Background: an optimization exercise with open tools, aiming at small area, a short achievable clock period and few clock cycles per item. Do not read the settings as production practice. At most, simulation tests tie the RTL to the original design; equivalence was not proved. The RTL of runs 1 and 6 was laid out without a check of its function. No activity file was given, so power comes from the tool's default toggle rates.

==> flow/design.v, too long to show whole: its modules and the start of the top module <==
// module channel_fir: 1059 lines
// module fm_fa: 9 lines
// module fm_ha: 8 lines
// module fm_frontend_top: 105 lines
module fm_frontend_top (
    input  logic                 clock,
    input  logic                 i_rst_n,
    input  logic                 i_in_wr_en,
    input  fm_sample_pkg::byte_t i_in_din,
    output logic                 o_in_full,
    input  logic                 i_out_rd_en,
    output fm_sample_pkg::iq_t   o_out_iq,
    output logic                 o_out_empty
);
  // ...
==> flow/flow/run.sh <==
#!/bin/bash
# The standard layout, with the port buffers the standard flow's flow inserts made
# from a plain buffer cell instead of the default pick (a delay buffer).
set -euo pipefail
bash standard.sh BUFFER_PORTS_ARGS="-buffer_cell sky130_fd_sc_hd__buf_2" finish > standard.log 2>&1
==> flow/standard.sh <==
#!/bin/bash
# synth_recipe.tcl (not shown) runs the flow's synth.tcl, then flattens the netlist and writes it again
# the make line also repeats each setting of config.mk as NAME=value (left out here)
make -C /OpenROAD-flow-scripts/flow DESIGN_CONFIG=/design/flow/config.mk WORK_HOME=/design/flow/orfs CLKGATE_MAP_FILE= SYNTH_SCRIPT=/design/flow/synth_recipe.tcl "${@:-finish}"
==> flow/config.mk <==
export PLATFORM = sky130hd
export DESIGN_NAME = fm_frontend_top
export DESIGN_NICKNAME = fm_frontend_top
export VERILOG_FILES = /design/flow/design.v
export SDC_FILE = /design/flow/constraint.sdc
export NUM_CORES = 4
export LEC_CHECK = 0
export CAP_MARGIN = 20
export CORE_MARGIN = 2
export CORE_UTILIZATION = 40
export CTS_BUF_LIST = sky130_fd_sc_hd__clkbuf_16
export CTS_CLUSTER_DIAMETER = 100
export CTS_CLUSTER_SIZE = 30
export SLEW_MARGIN = 20
export SYNTH_HIERARCHICAL = 1
export SYNTH_MINIMUM_KEEP_SIZE = 0
==> flow/constraint.sdc <==
create_clock -name core_clock -period 12.0 [get_ports {clock}]
set_input_delay 2.4000 -clock core_clock [delete_from_list [all_inputs] [get_ports {clock}]]
set_output_delay 2.4000 -clock core_clock [all_outputs]
set_load 0.01 [all_outputs]
==> metrics.log, run 1 <==
[metrics] outcome: finished clean
[metrics] final number of setup-violating endpoints: 0
[metrics] top layer reached by signal wires: met5
[metrics] Final nets: between 2000 and 2500
[metrics] NonClk Buf Share: 1.360%
[metrics] worst-path cell with the longest stage delay: ha_1
[metrics] sequential cell fraction of total power: 50.8%
[metrics] total of cells resized after clock tree synthesis: 0
[metrics] Static Leakage: 12.66 nW
[metrics] number of buffer cells added on primary ports: 77
[metrics] Max-Slew Margin vs Limit: about two fifths
[metrics] number of register bits inferred by synthesis: 909
[metrics] Avg Synthesized Cell Area: between 15 and 20 um^2
[metrics] total routing usage reported by global routing: approximately 15%
[metrics] most frequent cell after synthesis: dfxtp_1
[metrics] combinational family with the most area after synthesis: adder cells
[metrics] Final Cycle Share: a little under half
[metrics] Max FO, Critical Path: 23
[metrics] Pwr Total: between 7 and 8 mW
[metrics] flip-flop cell with the highest count after synthesis: dfxtp_1
[metrics] startpoint types: register
[metrics] average wire per standard cell: about 20 um
[metrics] final hold violation count: 0
[metrics] Critical path origin: p_q[0]$_SDFF_PP0_
[metrics] count of warnings emitted by yosys: 12
[metrics] number of different library cells in the post-synthesis netlist: slightly above 60
[metrics] Syn-to-layout area delta: 8.462%
[metrics] routability cong.: ~0.86
[metrics] worst setup slack after placement: 6374 ps
[metrics] die span in x: approximately 280 um
[metrics] Max Cap Viol: 0
[metrics] final design utilization: a little over two fifths
[metrics] Worst-Skew Late Latency: roughly 590 ps
[metrics] DRT Pass-1 Iters: 5
[metrics] post-placement cell count: ~2800
[metrics] detailed-placement wirelength estimate: 45.21 mm
[metrics] clock network power share: 20.9%
[metrics] cell type contributing the most total cell area after synthesis: dfxtp_1
[metrics] reg-to-reg startpoint: p_q[0]$_SDFF_PP0_
[metrics] Worst Clk Skew: around 18 ps
[metrics] final standard cell count with taps included and fillers excluded: 2884
[metrics] number of cells on the worst hold path: 0
[metrics] area of the multi-input gates: just over 10000 um^2
[metrics] Top reg by flops: fir_inst.ring_q
==> module fm_frontend_top, before the edit <==
module fm_frontend_top (
    input  logic                 clock,
    input  logic                 i_rst_n,
    input  logic                 i_in_wr_en,
    input  fm_sample_pkg::byte_t i_in_din,
    output logic                 o_in_full,
    input  logic                 i_out_rd_en,
    output fm_sample_pkg::iq_t   o_out_iq,
    output logic                 o_out_empty
);
    localparam int TAPS = 20;
    localparam int RING = 4 * (TAPS - 1);
    logic       full_q;          
    logic       fresh_q;         
    logic       sv_q;            
    logic [7:0] s_q;
    logic [1:0] nl_q;            
    logic [1:0] ln_q;            
    logic [6:0] p_q;             
    logic       u_q;             
    logic       lr_q;            
    logic       hi_q;            
    logic [TAPS-2:0] nt_q;
    logic [1:0]      nr_q;
    logic [TAPS-2:0] mask;
    logic            mc;
    logic [19:0] sum;
    logic [19:0] lo_q;           
    logic [26:0] pi_q;           
    logic [26:0] ori_q, orq_q;
    logic        ov_q;
    logic        accept, pop;
    logic [26:0] y;
    logic        land;
    logic        f00, f01, f10, f11, ring_ok;
    assign accept = i_in_wr_en && !full_q;
    assign pop    = i_out_rd_en && ov_q;
    assign mc = (p_q == 7'(RING - 1)) ? (nr_q == 2'd3)
              : (p_q == 7'(RING - 2)) ? 1'b0
              : nr_q[1];
    assign mask = nt_q | ({nt_q[TAPS-3:0], 1'b1} & {(TAPS-1){mc}});
    channel_fir fir_inst (
        .clock  (clock),
        .i_sv   (sv_q),
        .i_s    (s_q),
        .i_din  (i_in_din),
        .i_mask (mask),
        .i_hi0  (!lr_q),
        .i_hi1  (nl_q[0]),
        .i_hi   (hi_q),
        .i_lo_hi(lo_q[19:8]),
        .o_sum  (sum)
    );
    assign y    = {sum[18:0], lo_q[7:0]};
    assign land = sv_q && (ln_q == 2'd3);
    assign ring_ok = fresh_q || (!sv_q && p_q == 7'(RING - 2));
    assign f00 = !ring_ok || (nl_q == 2'd3 && u_q);
    assign f01 = !ring_ok;
    assign f10 = (nl_q == 2'd2) && u_q;
    assign f11 = 1'b0;
    always_ff @(posedge clock) begin
        s_q  <= i_in_din;
        ln_q <= nl_q;
        hi_q <= nl_q[0];
        if (sv_q && !ln_q[0]) lo_q <= sum;
        if (sv_q && ln_q == 2'd1) pi_q <= y;
        if (land) begin
            ori_q <= pi_q;
            orq_q <= y;
        end
    end
    always_ff @(posedge clock) begin
        if (!i_rst_n) begin
            full_q  <= 1'b0;
            fresh_q <= 1'b1;
            sv_q    <= 1'b0;
            nl_q    <= 2'd0;
            p_q     <= 7'd0;
            u_q     <= 1'b0;
            lr_q    <= 1'b0;
            nt_q    <= '0;
            nr_q    <= 2'd0;
            ov_q    <= 1'b0;
        end else begin
            sv_q    <= accept;
            fresh_q <= fresh_q && !accept;
            if (accept) nl_q <= nl_q + 2'd1;
            if (sv_q || accept || p_q == 7'(RING - 1)) p_q <= 7'd0;
            else p_q <= p_q + 7'd1;
            if (accept && nl_q == 2'd3) u_q <= 1'b1;
            else if (pop) u_q <= 1'b0;
            full_q  <= accept ? (pop ? f11 : f10) : (pop ? f01 : f00);
            lr_q    <= sv_q ? ln_q[0] : !lr_q;
            if (sv_q) begin
                nr_q <= nr_q + 2'd1;
                if (nr_q == 2'd3) nt_q <= {nt_q[TAPS-3:0], 1'b1};
            end
            if (land) ov_q <= 1'b1;
            else if (pop) ov_q <= 1'b0;
        end
    end
    assign o_in_full   = full_q;
    assign o_out_empty = !ov_q;
    assign o_out_iq    = {{5{ori_q[26]}}, ori_q, {5{orq_q[26]}}, orq_q};
endmodule
==> run 2, diff against run 1 <==
--- a/flow/design.v
+++ b/flow/design.v
@@ -1146,4 +1146,7 @@
     logic [1:0]      nr_q;
-    logic [TAPS-2:0] mask;
-    logic            mc;
+    logic [TAPS-2:0] mask_q;
+    logic [6:0]      p_n;
+    logic [TAPS-2:0] nt_n;
+    logic [1:0]      nr_n;
+    logic            mc_n;
     logic [19:0] sum;
@@ -1159,6 +1162,8 @@
     assign pop    = i_out_rd_en && ov_q;
-    assign mc = (p_q == 7'(RING - 1)) ? (nr_q == 2'd3)
-              : (p_q == 7'(RING - 2)) ? 1'b0
-              : nr_q[1];
-    assign mask = nt_q | ({nt_q[TAPS-3:0], 1'b1} & {(TAPS-1){mc}});
+    assign p_n  = (sv_q || accept || p_q == 7'(RING - 1)) ? 7'd0 : p_q + 7'd1;
+    assign nr_n = nr_q + {1'b0, sv_q};
+    assign nt_n = (sv_q && nr_q == 2'd3) ? {nt_q[TAPS-3:0], 1'b1} : nt_q;
+    assign mc_n = (p_n == 7'(RING - 1)) ? (nr_n == 2'd3)
+                : (p_n == 7'(RING - 2)) ? 1'b0
+                : nr_n[1];
     channel_fir fir_inst (
@@ -1168,3 +1173,3 @@
         .i_din  (i_in_din),
-        .i_mask (mask),
+        .i_mask (mask_q),
         .i_hi0  (!lr_q),
@@ -1204,2 +1209,3 @@
             nr_q    <= 2'd0;
+            mask_q  <= '0;
             ov_q    <= 1'b0;
@@ -1209,4 +1215,3 @@
             if (accept) nl_q <= nl_q + 2'd1;
-            if (sv_q || accept || p_q == 7'(RING - 1)) p_q <= 7'd0;
-            else p_q <= p_q + 7'd1;
+            p_q     <= p_n;
             if (accept && nl_q == 2'd3) u_q <= 1'b1;
@@ -1215,6 +1220,5 @@
             lr_q    <= sv_q ? ln_q[0] : !lr_q;
-            if (sv_q) begin
-                nr_q <= nr_q + 2'd1;
-                if (nr_q == 2'd3) nt_q <= {nt_q[TAPS-3:0], 1'b1};
-            end
+            nr_q    <= nr_n;
+            nt_q    <= nt_n;
+            mask_q  <= nt_n | ({nt_n[TAPS-3:0], 1'b1} & {(TAPS-1){mc_n}});
             if (land) ov_q <= 1'b1;
==> run 2 against run 1 <==
- via count down 1.9%
- global-route usage decreased by 0.37 points
- die area rose by 1.2%
==> metrics.log, run 2 <==
[metrics] cell family with the largest share of critical-path delay: adder cells (unchanged)
[metrics] flip-flop cell with the highest count after synthesis: dfxtp_1 (unchanged)
[metrics] Int Power: 4.933 mW (was 4.882 mW)
[metrics] endpoint class of the critical path: register (unchanged)
[metrics] Yosys top cell area share: 55.07% (was 54.48%)
[metrics] Simple-Gate Fraction of Synth Area: 4.757% (was 5.238%)
[metrics] Static Leakage: 12.89 nW (was 12.66 nW)
[metrics] total routing usage reported by global routing: 14.62% (was 14.99%)
[metrics] remaining design rule violation count: 0 (unchanged)
[metrics] critical path, cell by cell: and2_1, ha_1, inv_1, fa_1, fa_1, fa_1, fa_1, fa_1, fa_1, fa_1 (was ha_1, nor2_1, o31a_1, a221o_1, and2_1, ha_1, fa_1, fa_1, fa_1, fa_1, fa_1, fa_1, fa_1)
[metrics] reg-to-reg startpoint: mask_q[6]$_SDFF_PN0_ (was p_q[0]$_SDFF_PP0_)
[metrics] most used cells in the layout excluding fill and tap cells: 827 x dfxtp_1, 323 x fa_1, 110 x and2_1 (was 808 x dfxtp_1, 323 x fa_1, 112 x and2_1)
[metrics] share of synthesized area spent on multiplexers: 0.9781% (was 0.3708%)
[metrics] number of different library cells in the post-synthesis netlist: 64 (was 62)
[metrics] number of cells on the critical path: 10 (was 13)
[metrics] Pwr Total: 7.111 mW (was 7.008 mW)
[metrics] Worst Path Buf+Inv: 1 (was 0)
[metrics] synthesized-area fraction occupied by ao, oa, aoi and oai cells: 2.231% (was 2.895%)
[metrics] area share of xor/xnor cells in the synthesized design: 1.194% (was 1.121%)
[metrics] clock network power share: 21.1% (was 20.9%)
[metrics] Max FO, Critical Path: 8 (was 23)
[metrics] layout cells sized above 1: 8.523% (was 7.532%)
[metrics] unrepaired setup endpoints after global routing: no (unchanged)
[metrics] total met2 wirelength after detailed routing: 25.66 mm (was 26.90 mm)
[metrics] max reg flops: 608 (unchanged)
[metrics] final design utilization: 43.79% (was 43.99%)
[metrics] DRT Pass-1 Iters: 4 (was 5)
[metrics] Hold-fix buffers, CTS: 0 (unchanged)
[metrics] Critical path origin: mask_q[6]$_SDFF_PN0_ (was p_q[0]$_SDFF_PP0_)
[metrics] maximum vdd ir drop: 0.1937 mV (was 0.1755 mV)
[metrics] reg-to-reg setup timing slack: 8180 ps (was 6340 ps)
[metrics] CTS H-Tree Depth: 2 (unchanged)
[metrics] top achievable clock speed: 261.7 MHz (was 176.8 MHz)
[metrics] per-cell via count in the routed design: 4.386 (was 4.504)
[metrics] final standard cell count with taps included and fillers excluded: 2906 (was 2884)
[metrics] die span in x: 278.1 um (was 276.4 um)
[metrics] Post-synth top cells: 827 x dfxtp_1, 323 x fa_1, 110 x and2_1 (was 808 x dfxtp_1, 323 x fa_1, 112 x and2_1)
[metrics] net switching power: 2.178 mW (was 2.127 mW)
[metrics] fraction of the yosys area taken by sequential cells: 65.16% (was 64.69%)
[metrics] pin count of the biggest net entering global routing: 32 (was 43)
[metrics] average wire per standard cell: 18.98 um (was 19.68 um)
[metrics] number of cells on the worst reg-to-reg path: 10 (was 13)
[metrics] Max-Slew Margin vs Limit: 28.80% (was 39.41%)
[metrics] post-placement cell count: 2856 (was 2835)
[metrics] clock slew seen by the registers of the worst setup and hold paths: 110 ps (about the same)
[metrics] number of fill cells: 6548 (was 6416)
[metrics] outcome: finished clean (unchanged)
[metrics] total congestion overflow: 0 (unchanged)
[metrics] length of routed met3 wiring: 2.456 mm (was 2.284 mm)
[metrics] ys async rst share: 0% (unchanged)
[metrics] Avg Synthesized Cell Area: 16.42 um^2 (was 16.28 um^2)
[metrics] Worst-Skew Late Latency: 610 ps (was 590 ps)
[metrics] combinational family with the most area after synthesis: adder cells (unchanged)
[metrics] starting density of the core: 40.38% (was 40.56%)
[metrics] nets in the synthesized netlist: 2230 (was 2223)
[metrics] placeable core region: 74450 um^2 (was 73210 um^2)
[metrics] slew at the pin closest to its max-slew limit: 1068 ps (was 906.9 ps)
[metrics] Max Cap Viol: 0 (unchanged)
[metrics] number of instances in the synthesized netlist: 1831 (was 1824)
[metrics] clock sink count: 928 (was 909)
[metrics] count of final max-slew check failures: 0 (unchanged)
[metrics] count of warnings emitted by yosys: 12 (unchanged)
[metrics] post-synthesis instance area: 30060 um^2 (was 29690 um^2)
[metrics] routability cong.: 0.8504 (was 0.8632)
[metrics] Worst Clk Skew: 41.63 ps (was 17.59 ps)
[metrics] delay of the slowest critical-path stage: 510 ps (was 760 ps)
[metrics] cell type contributing the most total cell area after synthesis: dfxtp_1 (unchanged)
[metrics] DP Area: 31540 um^2 (was 31160 um^2)
[metrics] library cell used as clock root buffer: clkbuf_16 (unchanged)
[metrics] top layer reached by signal wires: met5 (unchanged)
[metrics] total of cells resized after clock tree synthesis: 0 (unchanged)
[metrics] number of global-route vias before repair: 13870 (was 14120)
[metrics] die outline height: 278.1 um (was 276.4 um)
[metrics] row cnt: 100 (was 99)
[metrics] worst-path cell with the longest stage delay: dfxtp_1 (was ha_1)
[metrics] setup TNS after final layout: 0 ps (unchanged)
[metrics] arrival time at the worst endpoint: 4310 ps (was 6140 ps)
[metrics] number of antenna violations at the first check in global routing: 6 (was 5)
[metrics] startpoint types: register (unchanged)
[metrics] Final nets: 2326 (was 2314)
[metrics] sequential cell fraction of total power: 50.9% (was 50.8%)
[metrics] most frequent cell after synthesis: dfxtp_1 (unchanged)
[metrics] pwr/cell area: 218.1 nW/um^2 (was 217.6 nW/um^2)
[metrics] min Tclk post-route: 3821 ps (was 5655 ps)
[metrics] hold crit path type: reg -> reg (unchanged)
[metrics] Hold Startpoint: fir_inst.ring_q[35][4]$_DFF_P_ (was fir_inst.ring_q[64][2]$_DFF_P_)
[metrics] total detailed-routing wirelength: 55.17 mm (was 56.76 mm)
[metrics] final cell area excluding filler cells: 32600 um^2 (was 32200 um^2)
[metrics] Clock Tree Buf Depth: 3 (unchanged)
[metrics] post-CTS setup buffer count: 0 (unchanged)
[metrics] synth top area cells: dfxtp_1 55%, fa_1 22%, edfxtp_1 10%, ha_1 2.7%, and2_1 2.3% (was dfxtp_1 54%, fa_1 22%, edfxtp_1 10%, ha_1 2.7%, and2_1 2.4%)
[metrics] TritonCTS clock tree: built (unchanged)
[metrics] worst setup path class: reg -> reg (unchanged)
[metrics] most common cell after layout, fill and taps aside: dfxtp_1 (unchanged)
[metrics] endpoint required time on the critical path: 12490 ps (was 12480 ps)
[metrics] Syn-to-layout area delta: 8.436% (was 8.462%)
[metrics] overall die area: 77360 um^2 (was 76420 um^2)
[metrics] number of flops mapped to enable cells by yosys: 101 (unchanged)
[metrics] number of CTS-inserted buffers: 38 (was 37)
[metrics] number of cells on the worst hold path: 0 (unchanged)
[metrics] total routed wire length on the met1 layer: 25.77 mm (was 25.58 mm)
[metrics] number of register bits inferred by synthesis: 928 (was 909)
[metrics] Most Frequent Cell on Critical Path: fa_1 (unchanged)
[metrics] final hold violation count: 0 (unchanged)
[metrics] switching fraction of total power: 30.63% (was 30.35%)
[metrics] combinational group share of total power: 28.0% (was 28.3%)
[metrics] Final Cycle Share: 31.84% (was 47.13%)
[metrics] detailed-placement wirelength estimate: 43.63 mm (was 45.21 mm)
[metrics] number of top-level design ports: 78 (unchanged)
[metrics] adder-cell share of the synthesized area: 24.17% (was 24.48%)
[metrics] Top reg by flops: fir_inst.ring_q (unchanged)
[metrics] number of buffer cells added on primary ports: 77 (unchanged)
[metrics] post-route antenna net violation count: 0 (unchanged)
[metrics] Starting DRT DRC Count: 596 (was 658)
[metrics] global-route wire length before repair: 84.08 mm (was 85.41 mm)
[metrics] final number of setup-violating endpoints: 0 (unchanged)
[metrics] count of vias placed by the detailed router: 12750 (was 12990)
[metrics] registers with the highest flip-flop counts: fir_inst.ring_q (608), fir_inst.pa_q (98), fir_inst.pb_q (56) (unchanged)
run 2: path summary, 6_finish.rpt:
path	to
max	fir_inst.pa_q[75]$_DFF_P_
min	fir_inst.ring_q[36][4]$_DFF_P_
max reg2reg	fir_inst.pa_q[75]$_DFF_P_
min reg2reg	fir_inst.ring_q[36][4]$_DFF_P_
run 2: cell type report:
cell class,instances,area (um^2),area share [%]
antenna,1,2.502,0.007676
clock buffer,38,950.9,2.917
inverter,70,262.8,0.8060
timing repair buffer,84,437.9,1.343
tap,969,1212,3.719
multi-input combinational,805,10040,30.79
sequential,928,19590,60.09
clock inverter,11,105.1,0.3224
run 2: kinds of logic after synthesis:
family,Yosys count
flip-flops,928
multiplexers,28
other,1
XOR/XNOR,41
AND/OR/NAND/NOR,264
AO/OA/AOI/OAI,84
adder cells (fa/ha/maj),387
buffers and inverters,98
run 2: power by group through the flow:
stage	Sequential, mW	Combinational, mW	Clock, mW
final	3.62	1.99	1.50
after global routing	3.64	2.29	1.67
after CTS	3.62	2.02	1.56
after detailed placement	3.70	2.01	0
after global placement	3.69	1.96	0
after floorplan	3.65	1.46	0
run 2: per-layer routing:
metal,GRT usage (%),vias up
met3,2.451,71
met4,4.061,2
met1,20.41,6487
met5,0,-
met2,23.62,184
li1,-,6001
run 2: modules after synthesis, one instance, submodules excluded:
module	cells	copies in the design
channel_fir	1142	1
fm_fa	1	322
fm_frontend_top	334	1
fm_ha	1	33
run 2: per-stage QoR:
step           worst slack (ps)  hold WS, ps
2_1_floorplan              8160        309.6
3_3_place_gp               7744        310.3
3_5_place_dp               7679        312.1
4_1_cts                    8142        325.2
5_1_grt                    8014        328.6
6_report                   8179        325.6
run 2: worst reg2reg max path, cell delays in order, from the launching register on:
cell     delay, ps
dfxtp_1        510
and2_1         190
ha_1           140
inv_1           40
fa_1           370
fa_1           390
fa_1           400
fa_1           400
fa_1           430
fa_1           410
fa_1           440
Testbench counts of run 2, summed over its fixed seeds: cycles 8,208, items 2,048.
==> run 3, diff against run 2 <==
==> flow/flow/run.sh (replaced) <==
#!/bin/bash
# The standard layout, with the port buffers the standard flow's flow inserts made
# from a plain buffer cell instead of the default pick (a delay buffer),
# and the timing repair steps aiming at a setup slack of 8.4 ns.
set -euo pipefail
bash standard.sh BUFFER_PORTS_ARGS="-buffer_cell sky130_fd_sc_hd__buf_2" SETUP_SLACK_MARGIN=8.4 finish > standard.log 2>&1
==> run 3 against run 2 <==
- wire length up 1.2%
- clock skew down 16 ps
- still clean on timing, DRC and antenna
- sequential share of layout area down 0.22 points
- synthesized cell count unchanged
- non-clock buffer count up 10
- sequential power about the same
- die area unchanged
- flip-flop and latch count unchanged
- power down 0.25%
- register-to-register slack better by 270 ps
- largest cell class unchanged
==> metrics.log, run 3 <==
[metrics] outcome: finished clean (unchanged)
[metrics] maximum vdd ir drop: 0.2094 mV (was 0.1937 mV)
[metrics] final number of setup-violating endpoints: 0 (unchanged)
[metrics] most used cells in the layout excluding fill and tap cells: 765 x dfxtp_1, 276 x fa_1, 110 x and2_1 (was 827 x dfxtp_1, 323 x fa_1, 110 x and2_1)
[metrics] placeable core region: 74450 um^2 (unchanged)
[metrics] library cell used as clock root buffer: clkbuf_16 (unchanged)
[metrics] Worst Path Buf+Inv: 1 (unchanged)
[metrics] total detailed-routing wirelength: 55.82 mm (was 55.17 mm)
[metrics] endpoint required time on the critical path: 9600 ps (was 12490 ps)
[metrics] worst-path cell with the longest stage delay: edfxtp_1 (was dfxtp_1)
[metrics] Max Cap Viol: 0 (unchanged)
[metrics] slew at the pin closest to its max-slew limit: 853.3 ps (was 1068 ps)
[metrics] Final Cycle Share: 30.17% (was 31.84%)
[metrics] nets in the synthesized netlist: 2230 (unchanged)
[metrics] average wire per standard cell: 19.17 um (was 18.98 um)
[metrics] Top reg by flops: fir_inst.ring_q (unchanged)
[metrics] max reg flops: 608 (unchanged)
[metrics] flip-flop cell with the highest count after synthesis: dfxtp_1 (unchanged)
[metrics] clock network power share: 21.1% (about the same)
[metrics] total routing usage reported by global routing: 14.72% (was 14.62%)
[metrics] Pwr Total: 7.094 mW (was 7.111 mW)
[metrics] delay of the slowest critical-path stage: 460 ps (was 510 ps)
[metrics] number of buffer cells added on primary ports: 77 (unchanged)
[metrics] die span in x: 278.1 um (unchanged)
[metrics] Max-Slew Margin vs Limit: 42.37% (was 28.80%)
[metrics] reg-to-reg startpoint: fir_inst.pa_q[87]$_DFF_P_ (was mask_q[6]$_SDFF_PN0_)
[metrics] registers with the highest flip-flop counts: fir_inst.ring_q (608), fir_inst.pa_q (98), fir_inst.pb_q (56) (unchanged)
[metrics] cell type contributing the most total cell area after synthesis: dfxtp_1 (unchanged)
[metrics] die outline height: 278.1 um (unchanged)
[metrics] most frequent cell after synthesis: dfxtp_1 (unchanged)
[metrics] sequential cell fraction of total power: 51.0% (was 50.9%)
[metrics] Int Power: 4.943 mW (was 4.933 mW)
[metrics] number of register bits inferred by synthesis: 928 (unchanged)
[metrics] number of global-route vias before repair: 14110 (was 13870)
[metrics] number of antenna violations at the first check in global routing: 6 (unchanged)
[metrics] net switching power: 2.151 mW (was 2.178 mW)
[metrics] number of CTS-inserted buffers: 37 (was 38)
[metrics] met2 GRT Util: 24.15% (was 23.62%)
[metrics] most common cell after layout, fill and taps aside: dfxtp_1 (unchanged)
[metrics] Max FO, Critical Path: 6 (was 8)
[metrics] synth top area cells: dfxtp_1 55%, fa_1 22%, edfxtp_1 10%, ha_1 2.7%, and2_1 2.3% (unchanged)
[metrics] ys async rst share: 0% (unchanged)
[metrics] fraction of the yosys area taken by sequential cells: 65.16% (unchanged)
[metrics] busiest layer in global routing: met2 (unchanged)
[metrics] GR Layer Usage met3: 2.267% (was 2.451%)
[metrics] number of different library cells in the post-synthesis netlist: 64 (unchanged)
[metrics] count of vias placed by the detailed router: 12920 (was 12750)
[metrics] count of warnings emitted by yosys: 12 (unchanged)
[metrics] total congestion overflow: 0 (unchanged)
[metrics] clock sink count: 928 (unchanged)
[metrics] final hold violation count: 0 (unchanged)
[metrics] Worst Clk Skew: 25.64 ps (was 41.63 ps)
[metrics] combinational group share of total power: 27.9% (was 28.0%)
[metrics] layout cells sized above 1: 14.62% (was 8.523%)
[metrics] Hold-fix buffers, CTS: 0 (unchanged)
[metrics] global-route wire length before repair: 85.06 mm (was 84.08 mm)
[metrics] Clock Tree Buf Depth: 3 (unchanged)
[metrics] Starting DRT DRC Count: 633 (was 596)
[metrics] DRT Pass-1 Iters: 4 (unchanged)
[metrics] per-cell via count in the routed design: 4.435 (was 4.386)
[metrics] # diodes: 0 (was 1)
[metrics] endpoint class of the critical path: output pin (was register)
[metrics] starting density of the core: 40.38% (unchanged)
[metrics] count of final max-slew check failures: 0 (unchanged)
[metrics] clock slew seen by the registers of the worst setup and hold paths: 120 ps (was 110 ps)
[metrics] Static Leakage: 12.91 nW (was 12.89 nW)
[metrics] post-route antenna net violation count: 0 (unchanged)
[metrics] number of fill cells: 6542 (was 6548)
[metrics] unrepaired setup endpoints after global routing: yes (was no)
[metrics] detailed-placement wirelength estimate: 43.87 mm (was 43.63 mm)
[metrics] Avg Synthesized Cell Area: 16.42 um^2 (unchanged)
[metrics] switching fraction of total power: 30.32% (was 30.63%)
[metrics] TritonCTS clock tree: built (unchanged)
[metrics] top achievable clock speed: 276.2 MHz (was 261.7 MHz)
[metrics] cell family with the largest share of critical-path delay: flip-flops (was adder cells)
[metrics] min Tclk post-route: 3620 ps (was 3821 ps)
[metrics] pin count of the biggest net entering global routing: 32 (unchanged)
[metrics] number of top-level design ports: 78 (unchanged)
[metrics] startpoint types: register (unchanged)
[metrics] Worst-Skew Late Latency: 600 ps (was 610 ps)
[metrics] overall die area: 77360 um^2 (unchanged)
[metrics] post-synthesis instance area: 30060 um^2 (unchanged)
[metrics] number of flops mapped to enable cells by yosys: 101 (unchanged)
[metrics] hold crit path type: reg -> reg (unchanged)
[metrics] remaining design rule violation count: 0 (unchanged)
[metrics] met1 capacity usage during global routing: 20.42% (was 20.41%)
[metrics] number of instances in the synthesized netlist: 1831 (unchanged)
[metrics] Post-synth top cells: 827 x dfxtp_1, 323 x fa_1, 110 x and2_1 (unchanged)
[metrics] pwr/cell area: 215.4 nW/um^2 (was 218.1 nW/um^2)
[metrics] setup TNS after final layout: 0 ps (unchanged)
[metrics] Hold Startpoint: fir_inst.ring_q[74][6]$_DFF_P_ (was fir_inst.ring_q[35][4]$_DFF_P_)
[metrics] Syn-to-layout area delta: 9.523% (was 8.436%)
[metrics] CTS H-Tree Depth: 2 (unchanged)
[metrics] critical path, cell by cell: buf_2 (was and2_1, ha_1, inv_1, fa_1, fa_1, fa_1, fa_1, fa_1, fa_1, fa_1)
[metrics] row cnt: 100 (unchanged)
[metrics] Yosys top cell area share: 55.07% (unchanged)
[metrics] worst setup path class: reg -> out (was reg -> reg)
[metrics] Final nets: 2335 (was 2326)
[metrics] routability cong.: 0.8771 (was 0.8504)
[metrics] Critical path origin: orq_q[26]$_DFFE_PP_ (was mask_q[6]$_SDFF_PN0_)
[metrics] arrival time at the worst endpoint: 1220 ps (was 4310 ps)
## run 3: power groups by stage
stage	logic [mW]	clock network (mW)	registers, mW
final	1.98	1.49	3.62
after detailed placement	1.99	0	3.70
after CTS	1.99	1.55	3.62
after floorplan	1.46	0	3.65
after global placement	1.95	0	3.69
after global routing	2.26	1.65	3.64
## run 3: modules after synthesis, one instance, submodules excluded
module           copies in the design  flops+latches
channel_fir                         1            762
fm_frontend_top                     1            166
fm_fa                             322              0
fm_ha                              33              0
## run 3: cells by family (layout without fill, tap and decap cells)
group / count (synthesis) / in the layout / synth area share [%]
DFF: 928 / 928 / 65.16
adders and majority gates: 387 / 387 / 24.17
and+or+nand+nor: 264 / 264 / 4.757
buffers and inverters: 98 / 210 / 1.494
AOI/OAI and AO/OA: 84 / 84 / 2.231
xor gates and xnor gates: 41 / 41 / 1.194
muxes: 28 / 28 / 0.9781
other: 1 / 1 / 0.01247
## run 3: final timing paths
path                                                        to  slack, ps  cells past startpoint
worst min-delay path            fir_inst.ring_q[75][6]$_DFF_P_        320                      0
worst max register to register     fir_inst.pb_q[1][9]$_DFF_P_       8450                      6
worst min register to register  fir_inst.ring_q[75][6]$_DFF_P_        320                      0
worst max-delay path                              o_out_iq[26]       8380                      1
## run 3: layout make-up
cell class	instances	area (um^2)	area share, %
clock buffers	38	950.9	2.888
clock inverters	8	93.84	0.2850
inverters	70	266.5	0.8094
multi-input cells	805	10180	30.91
flip-flops and latches	928	19710	59.87
well taps	969	1212	3.682
repair buffers	94	513.0	1.558
## run 3: through the flow
step	area, um^2	hold WS [ps]	utilization [%]	instances	setup slack [ps]
after global routing	32930	326.4	44.23	2912	8304
after floorplan	30100	309.6	-	1831	8200
after detailed placement	31570	312.1	42.41	2856	7705
after CTS	32830	319.6	44.09	2911	8335
after global placement	31570	309.9	42.41	2856	7757
final	32930	319.3	44.23	2912	8380
## run 3: what timing repair did
action / 4_1_cts / 5_1_grt
buffers inserted: 9 / 1
endpoints found under the setup margin: 40 / 53
resized for setup: 81 / 37
pin swaps: 2 / 1
## run 3: per-layer routing
layer | routed length (um) | share of wire (%) | vias to the layer above
met5 | 11 | 0.020 | -
met4 | 1245 | 2.2 | 2
met3 | 2118 | 3.8 | 78
met2 | 26460 | 47 | 194
met1 | 25980 | 47 | 6621
li1 | - | - | 6021
==> run 4, diff against run 3 <==
--- a/flow/design.v
+++ b/flow/design.v
@@ -1144,3 +1144,3 @@
     logic       hi_q;            
-    logic [TAPS-2:0] nt_q;
+    logic [4:0]      nm_q;
     logic [1:0]      nr_q;
@@ -1148,3 +1148,4 @@
     logic [6:0]      p_n;
-    logic [TAPS-2:0] nt_n;
+    logic [4:0]      nm_n;
+    logic [TAPS-2:0] nt_n;           
     logic [1:0]      nr_n;
@@ -1164,3 +1165,6 @@
     assign nr_n = nr_q + {1'b0, sv_q};
-    assign nt_n = (sv_q && nr_q == 2'd3) ? {nt_q[TAPS-3:0], 1'b1} : nt_q;
+    assign nm_n = (sv_q && nr_q == 2'd3 && nm_q != 5'(TAPS - 1)) ? nm_q + 5'd1 : nm_q;
+    for (genvar j = 0; j < TAPS - 1; j++) begin : g_nt
+        assign nt_n[j] = (nm_n > 5'(j));
+    end
     assign mc_n = (p_n == 7'(RING - 1)) ? (nr_n == 2'd3)
@@ -1207,3 +1211,3 @@
             lr_q    <= 1'b0;
-            nt_q    <= '0;
+            nm_q    <= 5'd0;
             nr_q    <= 2'd0;
@@ -1221,3 +1225,3 @@
             nr_q    <= nr_n;
-            nt_q    <= nt_n;
+            nm_q    <= nm_n;
             mask_q  <= nt_n | ({nt_n[TAPS-3:0], 1'b1} & {(TAPS-1){mc_n}});
==> run 4 against run 3 <==
- flip-flop and latch count shrank 14
- utilization shrank 0.061 points
- sequential share of layout area shrank 0.50 points
- via count is essentially flat
- critical path depth is the same
- largest cell class unchanged
==> metrics.log, run 4 <==
[metrics] endpoint required time on the critical path: 9600 ps (about the same)
[metrics] number of instances in the synthesized netlist: 1823 (was 1831)
[metrics] starting density of the core: 40.21% (was 40.38%)
[metrics] Hold-fix buffers, CTS: 0 (unchanged)
[metrics] clock sink count: 914 (was 928)
[metrics] critical path, cell by cell: buf_2 (unchanged)
[metrics] reg-to-reg startpoint: mask_q[12]$_SDFF_PN0_ (was fir_inst.pa_q[87]$_DFF_P_)
[metrics] total detailed-routing wirelength: 56.15 mm (was 55.82 mm)
[metrics] Starting DRT DRC Count: 725 (was 633)
[metrics] Worst-Skew Late Latency: 600 ps (about the same)
[metrics] detailed-placement wirelength estimate: 44.32 mm (was 43.87 mm)
[metrics] min Tclk post-route: 3619 ps (was 3620 ps)
[metrics] outcome: finished clean (unchanged)
[metrics] synth top area cells: dfxtp_1 55%, fa_1 22%, edfxtp_1 10%, ha_1 2.7%, and2_1 2.4% (was dfxtp_1 55%, fa_1 22%, edfxtp_1 10%, ha_1 2.7%, and2_1 2.3%)
[metrics] max reg flops: 608 (unchanged)
[metrics] library cell used as clock root buffer: clkbuf_16 (unchanged)
[metrics] overall die area: 76670 um^2 (was 77360 um^2)
[metrics] most frequent cell after synthesis: dfxtp_1 (unchanged)
[metrics] maximum vdd ir drop: 0.1753 mV (was 0.2094 mV)
[metrics] pin count of the biggest net entering global routing: 56 (was 32)
[metrics] row cnt: 100 (unchanged)
[metrics] Clock Tree Buf Depth: 3 (unchanged)
[metrics] per-cell via count in the routed design: 4.443 (was 4.435)
[metrics] worst-path cell with the longest stage delay: edfxtp_1 (unchanged)
[metrics] number of antenna violations at the first check in global routing: 7 (was 6)
[metrics] worst setup slack after placement: 7622 ps (was 7705 ps)
[metrics] TritonCTS clock tree: built (unchanged)
[metrics] reg-to-reg setup timing slack: 8470 ps (was 8450 ps)
[metrics] remaining design rule violation count: 0 (unchanged)
[metrics] unrepaired setup endpoints after global routing: yes (unchanged)
[metrics] count of warnings emitted by yosys: 12 (unchanged)
[metrics] Worst Path Buf+Inv: 1 (unchanged)
[metrics] most used cells in the layout excluding fill and tap cells: 752 x dfxtp_1, 279 x fa_1, 113 x and2_1 (was 765 x dfxtp_1, 276 x fa_1, 110 x and2_1)
[metrics] post-synthesis instance area: 29790 um^2 (was 30060 um^2)
[metrics] smallest hold slack: 323.0 ps (was 319.3 ps)
[metrics] global-route wire length before repair: 84.77 mm (was 85.06 mm)
[metrics] routability cong.: 0.8848 (was 0.8771)
[metrics] Static Leakage: 12.76 nW (was 12.91 nW)
[metrics] registers with the highest flip-flop counts: fir_inst.ring_q (608), fir_inst.pa_q (98), fir_inst.pb_q (56) (unchanged)
[metrics] cell family with the largest share of critical-path delay: flip-flops (unchanged)
[metrics] worst setup margin: 8381 ps (was 8380 ps)
[metrics] DRT Pass-1 Iters: 5 (was 4)
[metrics] number of top-level design ports: 78 (unchanged)
[metrics] clock slew seen by the registers of the worst setup and hold paths: 110 ps (was 120 ps)
[metrics] most common cell after layout, fill and taps aside: dfxtp_1 (unchanged)
[metrics] number of CTS-inserted buffers: 38 (was 37)
[metrics] average wire per standard cell: 19.30 um (was 19.17 um)
[metrics] delay of the slowest critical-path stage: 450 ps (was 460 ps)
[metrics] Final nets: 2331 (was 2335)
[metrics] final design utilization: 44.17% (was 44.23%)
[metrics] Post-synth top cells: 813 x dfxtp_1, 323 x fa_1, 113 x and2_1 (was 827 x dfxtp_1, 323 x fa_1, 110 x and2_1)
[metrics] Top reg by flops: fir_inst.ring_q (unchanged)
[metrics] Max FO, Critical Path: 6 (unchanged)
[metrics] slew at the pin closest to its max-slew limit: 1084 ps (was 853.3 ps)
[metrics] Max Cap Viol: 0 (unchanged)
[metrics] Syn-to-layout area delta: 9.830% (was 9.523%)
[metrics] total routing usage reported by global routing: 14.85% (was 14.72%)
[metrics] layout cells sized above 1: 14.75% (was 14.62%)
[metrics] number of flops mapped to enable cells by yosys: 101 (unchanged)
[metrics] total congestion overflow: 0 (unchanged)
[metrics] count of vias placed by the detailed router: 12930 (was 12920)
[metrics] fraction of the yosys area taken by sequential cells: 64.82% (was 65.16%)
[metrics] number of global-route vias before repair: 14010 (was 14110)
[metrics] endpoint class of the critical path: output pin (unchanged)
[metrics] worst setup path class: reg -> out (unchanged)
[metrics] flip-flop cell with the highest count after synthesis: dfxtp_1 (unchanged)
[metrics] Hold Startpoint: fir_inst.ring_q[2][0]$_DFF_P_ (was fir_inst.ring_q[74][6]$_DFF_P_)
[metrics] number of different library cells in the post-synthesis netlist: 75 (was 64)
[metrics] Worst Clk Skew: 36.91 ps (was 25.64 ps)
[metrics] die span in x: 276.9 um (was 278.1 um)
[metrics] Avg Synthesized Cell Area: 16.34 um^2 (was 16.42 um^2)
[metrics] hold crit path type: reg -> reg (unchanged)
[metrics] CTS H-Tree Depth: 2 (unchanged)
[metrics] startpoint types: register (unchanged)
[metrics] Critical path origin: ori_q[26]$_DFFE_PP_ (was orq_q[26]$_DFFE_PP_)
[metrics] nets in the synthesized netlist: 2223 (was 2230)
[metrics] cell type contributing the most total cell area after synthesis: dfxtp_1 (unchanged)
[metrics] post-route antenna net violation count: 0 (unchanged)
[metrics] top achievable clock speed: 276.4 MHz (was 276.2 MHz)
[metrics] Final Cycle Share: 30.15% (was 30.17%)
[metrics] Pwr Total: 7.083 mW (was 7.094 mW)
[metrics] number of buffer cells added on primary ports: 77 (unchanged)
[metrics] final number of setup-violating endpoints: 0 (unchanged)
[metrics] ys async rst share: 0% (unchanged)
[metrics] number of register bits inferred by synthesis: 914 (was 928)
[metrics] Max-Slew Margin vs Limit: 27.14% (was 42.37%)
[metrics] pwr/cell area: 216.5 nW/um^2 (was 215.4 nW/um^2)
[metrics] die outline height: 276.9 um (was 278.1 um)
[metrics] final hold violation count: 0 (unchanged)
[metrics] number of fill cells: 6550 (was 6542)
[metrics] setup TNS after final layout: 0 ps (unchanged)
[metrics] arrival time at the worst endpoint: 1220 ps (about the same)
[metrics] count of final max-slew check failures: 0 (unchanged)
[metrics] placeable core region: 74070 um^2 (was 74450 um^2)
[metrics] Yosys top cell area share: 54.64% (was 55.07%)
run 4: cell types whose count changed in the layout (fill, tap and decap cells not counted), moves of 6 or more:
| cell | change |
|---|---|
| o31ai_2 | -10 |
| nor2_1 | +6 |
| a21oi_1 | +10 |
| nand2b_1 | -10 |
| dfxtp_1 | -13 |
| mux2i_1 | -14 |
| inv_1 | -15 |
run 4: path summary, 6_finish.rpt:
check                                   to  depth (start not counted)
max                           o_out_iq[59]                          1
min          fir_inst.ring_q[3][0]$_DFF_P_                          0
max reg2reg      fir_inst.pa_q[70]$_DFF_P_                          9
min reg2reg  fir_inst.ring_q[3][0]$_DFF_P_                          0
run 4: kinds of logic after synthesis:
group,Yosys count,share of synthesized area [%]
compound gates,103,2.567
flops,914,64.82
other cells,1,0.01259
xor+xnor,44,1.344
simple gates,280,5.116
mux,12,0.4411
fa+ha+maj,388,24.44
buf+inv,81,1.256
run 4: layout make-up:
| cell class | instances | area [um^2] | share of cell area (%) |
|---|---|---|---|
| antenna | 1 | 2.502 | 0.007649 |
| clock buffer | 39 | 975.9 | 2.983 |
| clock inverter | 9 | 116.4 | 0.3557 |
| inverter | 55 | 206.4 | 0.6311 |
| multi-input combinational | 828 | 10250 | 31.35 |
| sequential | 914 | 19420 | 59.36 |
| tap | 969 | 1212 | 3.706 |
| timing repair buffer | 94 | 525.5 | 1.606 |
run 4: through the flow:
stage	instance area, um^2	cells
after floorplan	29840	1823
after global placement	31310	2848
after detailed placement	31310	2848
after CTS	32590	2904
after global routing	32710	2908
final	32710	2909
run 4: per-layer routing:
layer	vias up	share of wire [%]	GRT usage, %
li1	6041	-	-
met1	6552	45	19.70
met2	244	48	24.89
met3	88	3.9	2.514
met4	0	2.8	4.738
met5	-	0	0
run 4: modules after synthesis (local to each module, per instance):
module           times used  cell area (um^2)  flip-flops and latches  cells
fm_fa                   322             20.02                       0      1
fm_ha                    33             12.51                       0      1
channel_fir               1             17710                     762   1141
fm_frontend_top           1              5214                     152    327
run 4: power breakdown:
part           leakage [nW]  switching (mW)  internal, mW
clock network         0.539           0.895         0.607
logic                  4.65            1.19         0.822
registers              7.57          0.0904          3.48
total                  12.8            2.17          4.91
run 4: timing repair:
item                                   4_1_cts  5_1_grt
buffers inserted                             8        4
gates resized for setup                     68       40
pin swaps                                    1        1
endpoints found under the hold margin        0        0
setup endpoints to repair                   43       42
Testbench counts of run 4, summed over its fixed seeds: cycles 8,208, items 2,048.
==> run 5, diff against run 4 <==
--- a/flow/config.mk
+++ b/flow/config.mk
@@ -9,3 +9,3 @@
 export CORE_MARGIN = 2
-export CORE_UTILIZATION = 40
+export CORE_UTILIZATION = 65
 export CTS_BUF_LIST = sky130_fd_sc_hd__clkbuf_16
@@ -13,2 +13,3 @@
 export CTS_CLUSTER_SIZE = 30
+export PLACE_DENSITY = 0.8
 export SLEW_MARGIN = 20
==> run 5 against run 4 <==
- global-route usage up 9.5 points
- non-clock buffer count up 4
- synthesized cell count unchanged
- area after synthesis unchanged
- combinational power about the same
- cell count down 13%
- flip-flop and latch count unchanged
- worst setup slack better by 6.9 ps
- still clean on timing, DRC and antenna
- critical path type unchanged
- clock power down 4%
==> metrics.log, run 5 <==
[metrics] outcome: finished clean (unchanged)
[metrics] Max-Slew Margin vs Limit: 24.78% (was 27.14%)
[metrics] Clock Tree Buf Depth: 3 (unchanged)
[metrics] Post-synth top cells: 813 x dfxtp_1, 323 x fa_1, 113 x and2_1 (unchanged)
[metrics] most used cells in the layout excluding fill and tap cells: 754 x dfxtp_1, 281 x fa_1, 113 x and2_1 (was 752 x dfxtp_1, 279 x fa_1, 113 x and2_1)
[metrics] clock slew seen by the registers of the worst setup and hold paths: 110 ps (about the same)
[metrics] detailed-placement wirelength estimate: 41.96 mm (was 44.32 mm)
[metrics] Hold Startpoint: fir_inst.ring_q[67][7]$_DFF_P_ (was fir_inst.ring_q[2][0]$_DFF_P_)
[metrics] Pwr Total: 7.001 mW (was 7.083 mW)
[metrics] most common cell after layout, fill and taps aside: dfxtp_1 (unchanged)
[metrics] total detailed-routing wirelength: 54.87 mm (was 56.15 mm)
[metrics] CTS H-Tree Depth: 2 (unchanged)
[metrics] net switching power: 2.123 mW (was 2.172 mW)
[metrics] global-route wire length before repair: 84.04 mm (was 84.77 mm)
[metrics] max reg flops: 608 (unchanged)
[metrics] starting density of the core: 65.78% (was 40.21%)
[metrics] reg-to-reg setup timing slack: 8470 ps (about the same)
[metrics] pin count of the biggest net entering global routing: 56 (unchanged)
[metrics] number of instances in the synthesized netlist: 1823 (unchanged)
[metrics] R2R Path End: fir_inst.pa_q[69]$_DFF_P_ (was fir_inst.pa_q[70]$_DFF_P_)
[metrics] Yosys top cell area share: 54.64% (unchanged)
[metrics] number of antenna violations at the first check in global routing: 1 (was 7)
[metrics] min Tclk post-route: 3612 ps (was 3619 ps)
[metrics] registers with the highest flip-flop counts: fir_inst.ring_q (608), fir_inst.pa_q (98), fir_inst.pb_q (56) (unchanged)
[metrics] sequential standard cell area: 19420 um^2 (unchanged)
[metrics] number of top-level design ports: 78 (unchanged)
[metrics] clock network power share: 20.6% (was 21.2%)
[metrics] Max FO, Critical Path: 6 (unchanged)
[metrics] routability cong.: 0.9318 (was 0.8848)
[metrics] post-route antenna net violation count: 0 (unchanged)
[metrics] Static Leakage: 12.73 nW (was 12.76 nW)
[metrics] layout cells sized above 1: 14.44% (was 14.75%)
[metrics] Syn-to-layout area delta: 7.973% (was 9.830%)
[metrics] count of final max-slew check failures: 0 (unchanged)
[metrics] clock sink count: 914 (unchanged)
[metrics] cell type contributing the most total cell area after synthesis: dfxtp_1 (unchanged)
[metrics] area of the multi-input gates: 10240 um^2 (was 10250 um^2)
[metrics] final number of setup-violating endpoints: 0 (unchanged)
[metrics] setup TNS after final layout: 0 ps (unchanged)
[metrics] synth top area cells: dfxtp_1 55%, fa_1 22%, edfxtp_1 10%, ha_1 2.7%, and2_1 2.4% (unchanged)
[metrics] endpoint class of the critical path: output pin (unchanged)
[metrics] Max Cap Viol: 0 (unchanged)
[metrics] critical path, cell by cell: buf_2 (unchanged)
[metrics] endpoint required time on the critical path: 9600 ps (about the same)
[metrics] GR Layer Usage met3: 3.640% (was 2.514%)
[metrics] combinational group share of total power: 28.4% (about the same)
[metrics] met2 GRT Util: 40.39% (was 24.89%)
[metrics] hold crit path type: reg -> reg (unchanged)
[metrics] most frequent cell after synthesis: dfxtp_1 (unchanged)
[metrics] Final Cycle Share: 30.10% (was 30.15%)
[metrics] Avg Synthesized Cell Area: 16.34 um^2 (unchanged)
[metrics] final hold violation count: 0 (unchanged)
[metrics] remaining design rule violation count: 0 (unchanged)
[metrics] number of flops mapped to enable cells by yosys: 101 (unchanged)
[metrics] average wire per standard cell: 21.60 um (was 19.30 um)
[metrics] slew at the pin closest to its max-slew limit: 1120 ps (was 1084 ps)
[metrics] number of different library cells in the post-synthesis netlist: 75 (unchanged)
[metrics] Top reg by flops: fir_inst.ring_q (unchanged)
[metrics] fraction of the yosys area taken by sequential cells: 64.82% (unchanged)
[metrics] number of cells on the worst hold path: 0 (unchanged)
[metrics] number of cells on the worst reg-to-reg path: 9 (unchanged)
[metrics] pwr/cell area: 217.7 nW/um^2 (was 216.5 nW/um^2)
[metrics] startpoint types: register (unchanged)
[metrics] per-cell via count in the routed design: 5.201 (was 4.443)
[metrics] Int Power: 4.878 mW (was 4.911 mW)
[metrics] met1 capacity usage during global routing: 32.93% (was 19.70%)
[metrics] end of the worst hold path: fir_inst.ring_q[68][7]$_DFF_P_ (was fir_inst.ring_q[3][0]$_DFF_P_)
[metrics] flip-flop cell with the highest count after synthesis: dfxtp_1 (unchanged)
[metrics] number of cells on the critical path: 1 (unchanged)
[metrics] maximum vdd ir drop: 0.2128 mV (was 0.1753 mV)
[metrics] worst setup path class: reg -> out (unchanged)
[metrics] die outline height: 218.1 um (was 276.9 um)
[metrics] TritonCTS clock tree: built (unchanged)
[metrics] number of register bits inferred by synthesis: 914 (unchanged)
[metrics] number of fill cells: 2816 (was 6550)
[metrics] reg-to-reg startpoint: fir_inst.ring_q[13][0]$_DFF_P_ (was mask_q[12]$_SDFF_PN0_)
[metrics] overall die area: 47550 um^2 (was 76670 um^2)
[metrics] count of warnings emitted by yosys: 12 (unchanged)
[metrics] library cell used as clock root buffer: clkbuf_16 (unchanged)
[metrics] Critical path origin: orq_q[26]$_DFFE_PP_ (was ori_q[26]$_DFFE_PP_)
[metrics] row cnt: 78 (was 100)
[metrics] Worst Path Buf+Inv: 1 (unchanged)
[metrics] busiest layer in global routing: met2 (unchanged)
[metrics] number of buffer cells added on primary ports: 77 (unchanged)
[metrics] Worst Clk Skew: 18.41 ps (was 36.91 ps)
[metrics] total congestion overflow: 0 (unchanged)
[metrics] worst-path cell with the longest stage delay: edfxtp_1 (unchanged)
[metrics] post-synthesis instance area: 29790 um^2 (unchanged)
[metrics] total routing usage reported by global routing: 24.32% (was 14.85%)
[metrics] count of vias placed by the detailed router: 13210 (was 12930)
[metrics] die span in x: 218.1 um (was 276.9 um)
[metrics] ys async rst share: 0% (unchanged)
[metrics] cell family with the largest share of critical-path delay: flip-flops (unchanged)
[metrics] number of global-route vias before repair: 14400 (was 14010)
[metrics] Worst-Skew Late Latency: 590 ps (was 600 ps)
[metrics] placeable core region: 45280 um^2 (was 74070 um^2)
[metrics] Starting DRT DRC Count: 892 (was 725)
[metrics] top achievable clock speed: 276.9 MHz (was 276.4 MHz)
[metrics] DRT Pass-1 Iters: 5 (unchanged)
[metrics] sequential cell fraction of total power: 51.1% (was 50.4%)
[metrics] unrepaired setup endpoints after global routing: yes (unchanged)
[metrics] nets in the synthesized netlist: 2223 (unchanged)
[metrics] delay of the slowest critical-path stage: 450 ps (about the same)
[metrics] Final nets: 2333 (was 2331)
[metrics] number of CTS-inserted buffers: 36 (was 38)
[metrics] arrival time at the worst endpoint: 1210 ps (was 1220 ps)
[metrics] switching fraction of total power: 30.32% (was 30.66%)
run 5: layout make-up:
type                       count  area share, %
antenna                        1       0.007781
sequential                   914          60.38
tap                          600          2.334
multi-input combinational    828          31.84
inverter                      55         0.6419
timing repair buffer          98          1.688
clock buffer                  38          2.957
clock inverter                 6         0.1478
run 5: how the worst max path moves through the flow:
stage	endpoint	slack (ps)
2_1_floorplan	fir_inst.pb_q[1][9]$_DFF_P_	8200
3_3_place_gp	mask_q[2]$_SDFF_PN0_	7770
3_5_place_dp	mask_q[2]$_SDFF_PN0_	7660
4_1_cts	o_out_iq[26]	8340
5_1_grt	o_out_iq[26]	8320
6_report	o_out_iq[26]	8390
run 5: through the flow:
stage | worst slack (ps) | instance area (um^2) | hold WS [ps] | utilization, % | instances
global route | 8317 | 32160 | 334.3 | 71.02 | 2539
floorplan | 8200 | 29840 | 309.6 | - | 1823
detailed placement | 7663 | 30850 | 312.1 | 68.12 | 2479
CTS | 8341 | 32020 | 329.1 | 70.72 | 2532
finish | 8388 | 32160 | 325.7 | 71.02 | 2540
global placement | 7766 | 30850 | 309.6 | 68.12 | 2479
run 5: per-module statistics from Yosys, one instance, submodules excluded:
module,cells inside,flip-flops and latches,copies in the design
fm_frontend_top,327,152,1
channel_fir,1141,762,1
fm_fa,1,0,322
fm_ha,1,0,33
run 5: cell families (layout without fill, tap and decap cells):
logic type | count (synthesis) | in the layout | synth area share (%)
buf+inv | 81 | 197 | 1.256
mux | 12 | 12 | 0.4411
xor+xnor | 44 | 44 | 1.344
fa+ha+maj | 388 | 388 | 24.44
compound gates | 103 | 103 | 2.567
other cells | 1 | 2 | 0.01259
flops | 914 | 914 | 64.82
simple gates | 280 | 280 | 5.116
run 5: layer usage:
metal | wire (um) | part of all wire (%)
met1 | 23400 | 43
met2 | 27100 | 49
met3 | 2421 | 4.4
met4 | 1945 | 3.5
met5 | 0 | 0
run 5: power by group through the flow:
stage	Clock [mW]	Combinational, mW	Sequential, mW
after detailed placement	0	1.99	3.65
final	1.44	1.98	3.57
after floorplan	0	1.49	3.61
after global placement	0	1.92	3.64
after CTS	1.47	2.00	3.58
after global routing	1.58	2.25	3.59
run 5: repair_timing:
item	CTS	global route
hold buffers	0	0
setup endpoints to repair	36	33
setup buffers	9	7
resized for setup	57	47
pin swaps	0	4
==> run 6, diff against run 5 <==
--- a/flow/design.v
+++ b/flow/design.v
@@ -1143,3 +1143,2 @@
     logic       lr_q;            
-    logic       hi_q;            
     logic [4:0]      nm_q;
@@ -1154,7 +1153,7 @@
     logic [19:0] lo_q;           
-    logic [26:0] pi_q;           
-    logic [26:0] ori_q, orq_q;
+    logic [27:0] pi_q;           
+    logic [27:0] ori_q, orq_q;
     logic        ov_q;
     logic        accept, pop;
-    logic [26:0] y;
+    logic [27:0] y;
     logic        land;
@@ -1180,3 +1179,3 @@
         .i_hi1  (nl_q[0]),
-        .i_hi   (hi_q),
+        .i_hi   (ln_q[0]),
         .i_lo_hi(lo_q[19:8]),
@@ -1184,3 +1183,3 @@
     );
-    assign y    = {sum[18:0], lo_q[7:0]};
+    assign y    = {sum, lo_q[7:0]};
     assign land = sv_q && (ln_q == 2'd3);
@@ -1194,3 +1193,2 @@
         ln_q <= nl_q;
-        hi_q <= nl_q[0];
         if (sv_q && !ln_q[0]) lo_q <= sum;
@@ -1233,3 +1231,4 @@
     assign o_out_empty = !ov_q;
-    assign o_out_iq    = {{5{ori_q[26]}}, ori_q, {5{orq_q[26]}}, orq_q};
+    assign o_out_iq    = {{3{ori_q[27]}}, {3{ori_q[26]}}, ori_q[25:0],
+                          {3{orq_q[27]}}, {3{orq_q[26]}}, orq_q[25:0]};
 endmodule
--- a/flow/config.mk
+++ b/flow/config.mk
@@ -9,3 +9,3 @@
 export CORE_MARGIN = 2
-export CORE_UTILIZATION = 65
+export CORE_UTILIZATION = 40
 export CTS_BUF_LIST = sky130_fd_sc_hd__clkbuf_16
@@ -13,3 +13,2 @@
 export CTS_CLUSTER_SIZE = 30
-export PLACE_DENSITY = 0.8
 export SLEW_MARGIN = 20
==> run 6 against run 5 <==
- maximum frequency up 0.26%
- sequential share of layout area down 1.2 points
- power up 3.3%
- sequential power about the same
- clock power up 12%
- combinational power up 3%
- clock skew up 20 ps
- utilization down 27 points
- via count down 0.30%
- first-iteration DRC count down 11%
- die area up 62%
- highest routed layer unchanged
==> metrics.log, run 6 <==
[metrics] outcome: finished clean (unchanged)
[metrics] pin count of the biggest net entering global routing: 58 (was 56)
[metrics] cell family with the largest share of critical-path delay: flip-flops (unchanged)
[metrics] final hold violation count: 0 (unchanged)
[metrics] clock slew seen by the registers of the worst setup and hold paths: 110 ps (about the same)
[metrics] global-route wire length before repair: 85.48 mm (was 84.04 mm)
[metrics] starting density of the core: 40.26% (was 65.78%)
[metrics] Pwr Total: 7.231 mW (was 7.001 mW)
[metrics] maximum vdd ir drop: 0.1693 mV (was 0.2128 mV)
[metrics] Static Leakage: 12.82 nW (was 12.73 nW)
[metrics] flip-flop cell with the highest count after synthesis: dfxtp_1 (unchanged)
[metrics] average wire per standard cell: 19.24 um (was 21.60 um)
[metrics] pwr/cell area: 219.1 nW/um^2 (was 217.7 nW/um^2)
[metrics] ys async rst share: 0% (unchanged)
[metrics] max reg flops: 608 (unchanged)
[metrics] min Tclk post-route: 3602 ps (was 3612 ps)
[metrics] sequential standard cell area: 19530 um^2 (was 19420 um^2)
[metrics] Worst Path Buf+Inv: 1 (unchanged)
[metrics] TritonCTS clock tree: built (unchanged)
[metrics] total congestion overflow: 0 (unchanged)
[metrics] area of the multi-input gates: 10270 um^2 (was 10240 um^2)
[metrics] endpoint required time on the critical path: 9600 ps (about the same)
[metrics] worst-path cell with the longest stage delay: edfxtp_1 (unchanged)
[metrics] Worst-Skew Late Latency: 620 ps (was 590 ps)
[metrics] Top reg by flops: fir_inst.ring_q (unchanged)
[metrics] Syn-to-layout area delta: 10.50% (was 7.973%)
[metrics] Avg Synthesized Cell Area: 16.31 um^2 (was 16.34 um^2)
[metrics] die outline height: 277.3 um (was 218.1 um)
[metrics] post-route antenna net violation count: 0 (unchanged)
[metrics] number of different library cells in the post-synthesis netlist: 75 (unchanged)
[metrics] setup TNS after final layout: 0 ps (unchanged)
[metrics] Hold-fix buffers, CTS: 0 (unchanged)
[metrics] Max FO, Critical Path: 3 (was 6)
[metrics] most used cells in the layout excluding fill and tap cells: 750 x dfxtp_1, 273 x fa_1, 114 x and2_1 (was 754 x dfxtp_1, 281 x fa_1, 113 x and2_1)
[metrics] count of vias placed by the detailed router: 13170 (was 13210)
[metrics] worst setup margin: 8398 ps (was 8388 ps)
[metrics] number of top-level design ports: 78 (unchanged)
[metrics] delay of the slowest critical-path stage: 430 ps (was 450 ps)
[metrics] row cnt: 100 (was 78)
[metrics] cell type contributing the most total cell area after synthesis: dfxtp_1 (unchanged)
[metrics] arrival time at the worst endpoint: 1200 ps (was 1210 ps)
[metrics] detailed-placement wirelength estimate: 44.11 mm (was 41.96 mm)
[metrics] fraction of the yosys area taken by sequential cells: 64.94% (was 64.82%)
[metrics] placeable core region: 74200 um^2 (was 45280 um^2)
[metrics] count of warnings emitted by yosys: 12 (unchanged)
[metrics] nets in the synthesized netlist: 2231 (was 2223)
[metrics] library cell used as clock root buffer: clkbuf_16 (unchanged)
[metrics] Final nets: 2345 (was 2333)
[metrics] Yosys top cell area share: 54.48% (was 54.64%)
[metrics] number of CTS-inserted buffers: 40 (was 36)
[metrics] registers with the highest flip-flop counts: fir_inst.ring_q (608), fir_inst.pa_q (98), fir_inst.pb_q (56) (unchanged)
[metrics] DRT Pass-1 Iters: 6 (was 5)
[metrics] most common cell after layout, fill and taps aside: dfxtp_1 (unchanged)
[metrics] Clock Tree Buf Depth: 3 (unchanged)
[metrics] count of final max-slew check failures: 0 (unchanged)
[metrics] worst setup path class: reg -> out (unchanged)
[metrics] endpoint class of the critical path: output pin (unchanged)
[metrics] Starting DRT DRC Count: 797 (was 892)
[metrics] total detailed-routing wirelength: 56.31 mm (was 54.87 mm)
[metrics] clock sink count: 917 (was 914)
[metrics] final cell area excluding filler cells: 33010 um^2 (was 32160 um^2)
[metrics] slew at the pin closest to its max-slew limit: 727.7 ps (was 1120 ps)
[metrics] number of buffer cells added on primary ports: 77 (unchanged)
[metrics] Max-Slew Margin vs Limit: 51.13% (was 24.78%)
[metrics] CTS H-Tree Depth: 2 (unchanged)
[metrics] number of global-route vias before repair: 14310 (was 14400)
[metrics] Worst Clk Skew: 38.69 ps (was 18.41 ps)
[metrics] number of instances in the synthesized netlist: 1831 (was 1823)
[metrics] DP Area: 31420 um^2 (was 30850 um^2)
[metrics] die span in x: 277.3 um (was 218.1 um)
[metrics] synth top area cells: dfxtp_1 54%, fa_1 22%, edfxtp_1 10%, ha_1 2.7%, and2_1 2.4% (was dfxtp_1 55%, fa_1 22%, edfxtp_1 10%, ha_1 2.7%, and2_1 2.4%)
[metrics] number of register bits inferred by synthesis: 917 (was 914)
[metrics] remaining design rule violation count: 0 (unchanged)
[metrics] most frequent cell after synthesis: dfxtp_1 (unchanged)
[metrics] routability cong.: 0.8756 (was 0.9318)
[metrics] critical path, cell by cell: buf_2 (unchanged)
[metrics] layout cells sized above 1: 15.27% (was 14.44%)
[metrics] number of antenna violations at the first check in global routing: 3 (was 1)
[metrics] per-cell via count in the routed design: 4.500 (was 5.201)
[metrics] unrepaired setup endpoints after global routing: yes (unchanged)
[metrics] number of flops mapped to enable cells by yosys: 104 (was 101)
[metrics] Max Cap Viol: 0 (unchanged)
[metrics] overall die area: 76880 um^2 (was 47550 um^2)
[metrics] # diodes: 0 (was 1)
[metrics] startpoint types: register (unchanged)
[metrics] number of fill cells: 6447 (was 2816)
[metrics] worst setup slack after placement: 7695 ps (was 7663 ps)
[metrics] post-synthesis instance area: 29870 um^2 (was 29790 um^2)
[metrics] Final Cycle Share: 30.02% (was 30.10%)
[metrics] top achievable clock speed: 277.6 MHz (was 276.9 MHz)
[metrics] Post-synth top cells: 813 x dfxtp_1, 323 x fa_1, 114 x and2_1 (was 813 x dfxtp_1, 323 x fa_1, 113 x and2_1)
[metrics] final number of setup-violating endpoints: 0 (unchanged)
[metrics] hold crit path type: reg -> reg (unchanged)
[metrics] total routing usage reported by global routing: 14.93% (was 24.32%)
[run 6: area by class of cell]
cell class	instances	area share [%]
Sequential cell	917	59.16
Multi-Input combinational cell	834	31.11
Tap cell	969	3.673
Clock buffer	40	3.032
Timing Repair Buffer	96	1.656
Clock inverter	15	0.7316
Inverter	56	0.6368
[run 6: path summary, 6_finish.rpt]
| check | start | endpoint | slack, ps | cells past startpoint |
|---|---|---|---|---|
| max | ori_q[26]$_DFFE_PP_ | o_out_iq[59] | 8400 | 1 |
| min | fir_inst.ring_q[39][7]$_DFF_P_ | fir_inst.ring_q[40][7]$_DFF_P_ | 320 | 0 |
| max reg2reg | mask_q[11]$_SDFF_PN0_ | fir_inst.pa_q[75]$_DFF_P_ | 8430 | 10 |
| min reg2reg | fir_inst.ring_q[39][7]$_DFF_P_ | fir_inst.ring_q[40][7]$_DFF_P_ | 320 | 0 |
[run 6: cells by family (layout without fill, tap and decap cells)]
logic type      after synthesis  after routing  synth area share (%)
compound gates              100            100                 2.614
xor+xnor                     43             43                 1.311
simple gates                291            291                 5.190
other cells                   1              1               0.01255
flops                       917            917                 64.94
fa+ha+maj                   388            388                 24.37
buf+inv                      80            207                 1.164
mux                          11             11                0.4021
[run 6: Yosys stat by module, one instance, submodules excluded]
module           times used  flops+latches
fm_ha                    33              0
fm_frontend_top           1            155
fm_fa                   322              0
channel_fir               1            762
[run 6: routing by layer]
metal,wire length [um],global-route usage (%),share of wire (%),up-vias
li1,-,-,-,6087
met1,25250,19.92,45,6746
met2,26960,24.69,48,244
met3,2120,2.325,3.8,94
met4,1988,5.560,3.5,0
met5,0,0,0,-
[run 6: what timing repair did]
item                                    4_1_cts  5_1_grt
gates resized for setup                      80       41
endpoints found under the setup margin       48       45
pin swaps                                     1        1
setup buffers                                10        4
[run 6: through the flow]
step | std cells | util [%] | hold slack, ps
after floorplan | 1831 | - | 309.6
after global placement | 2858 | 42.35 | 309.9
after detailed placement | 2858 | 42.35 | 312.1
after CTS | 2923 | 44.33 | 328.8
after global routing | 2927 | 44.49 | 329.5
final | 2927 | 44.49 | 324.9
[run 6: power by group]
part	leakage [nW]	switching, mW	internal, mW
sequential	7.60	0.0897	3.50
clock	0.602	0.944	0.663
combinational	4.62	1.20	0.835

[afterwards: timing with drivers on the ports]
No port has a modelled driver above. Below, the same layouts with a new extraction and two added sets of constraints.
Step 1 sets driving cells, clkbuf_16 on the clock port and buf_2 on the other inputs (assumed; they add their load-dependent delay and slew).
Step 2 times the ports against the registers' clock, not the clock port: input delays grow and output delays shrink by t, the midpoint of the rising clock arrivals with the driver on.
a / b / c = no drivers / after step 1 / after step 2; a / b = the first two.
| run | shift t [ns] | setup WS [ns] | worst slew at a driven data input, ns |
|---|---|---|---|
| run 1 | 0.641 | 6.345 / 6.345 / 6.345 | 0.07 |
| run 2 | 0.648 | 8.179 / 8.179 / 7.757 | 0.07 |
| run 3 | 0.645 | 8.380 / 8.320 / 7.901 | 0.08 |
| run 4 | 0.635 | 8.381 / 8.322 / 7.972 | 0.06 |
| run 5 | 0.632 | 8.388 / 8.336 / 7.952 | 0.03 |
| run 6 | 0.657 | 8.398 / 8.337 / 7.980 | 0.06 |
After both steps every run listed still meets setup and hold. For run 3, which loses most, drivers alone change the setup slack by -0.060 ns; drivers and shift together by -0.479 ns.
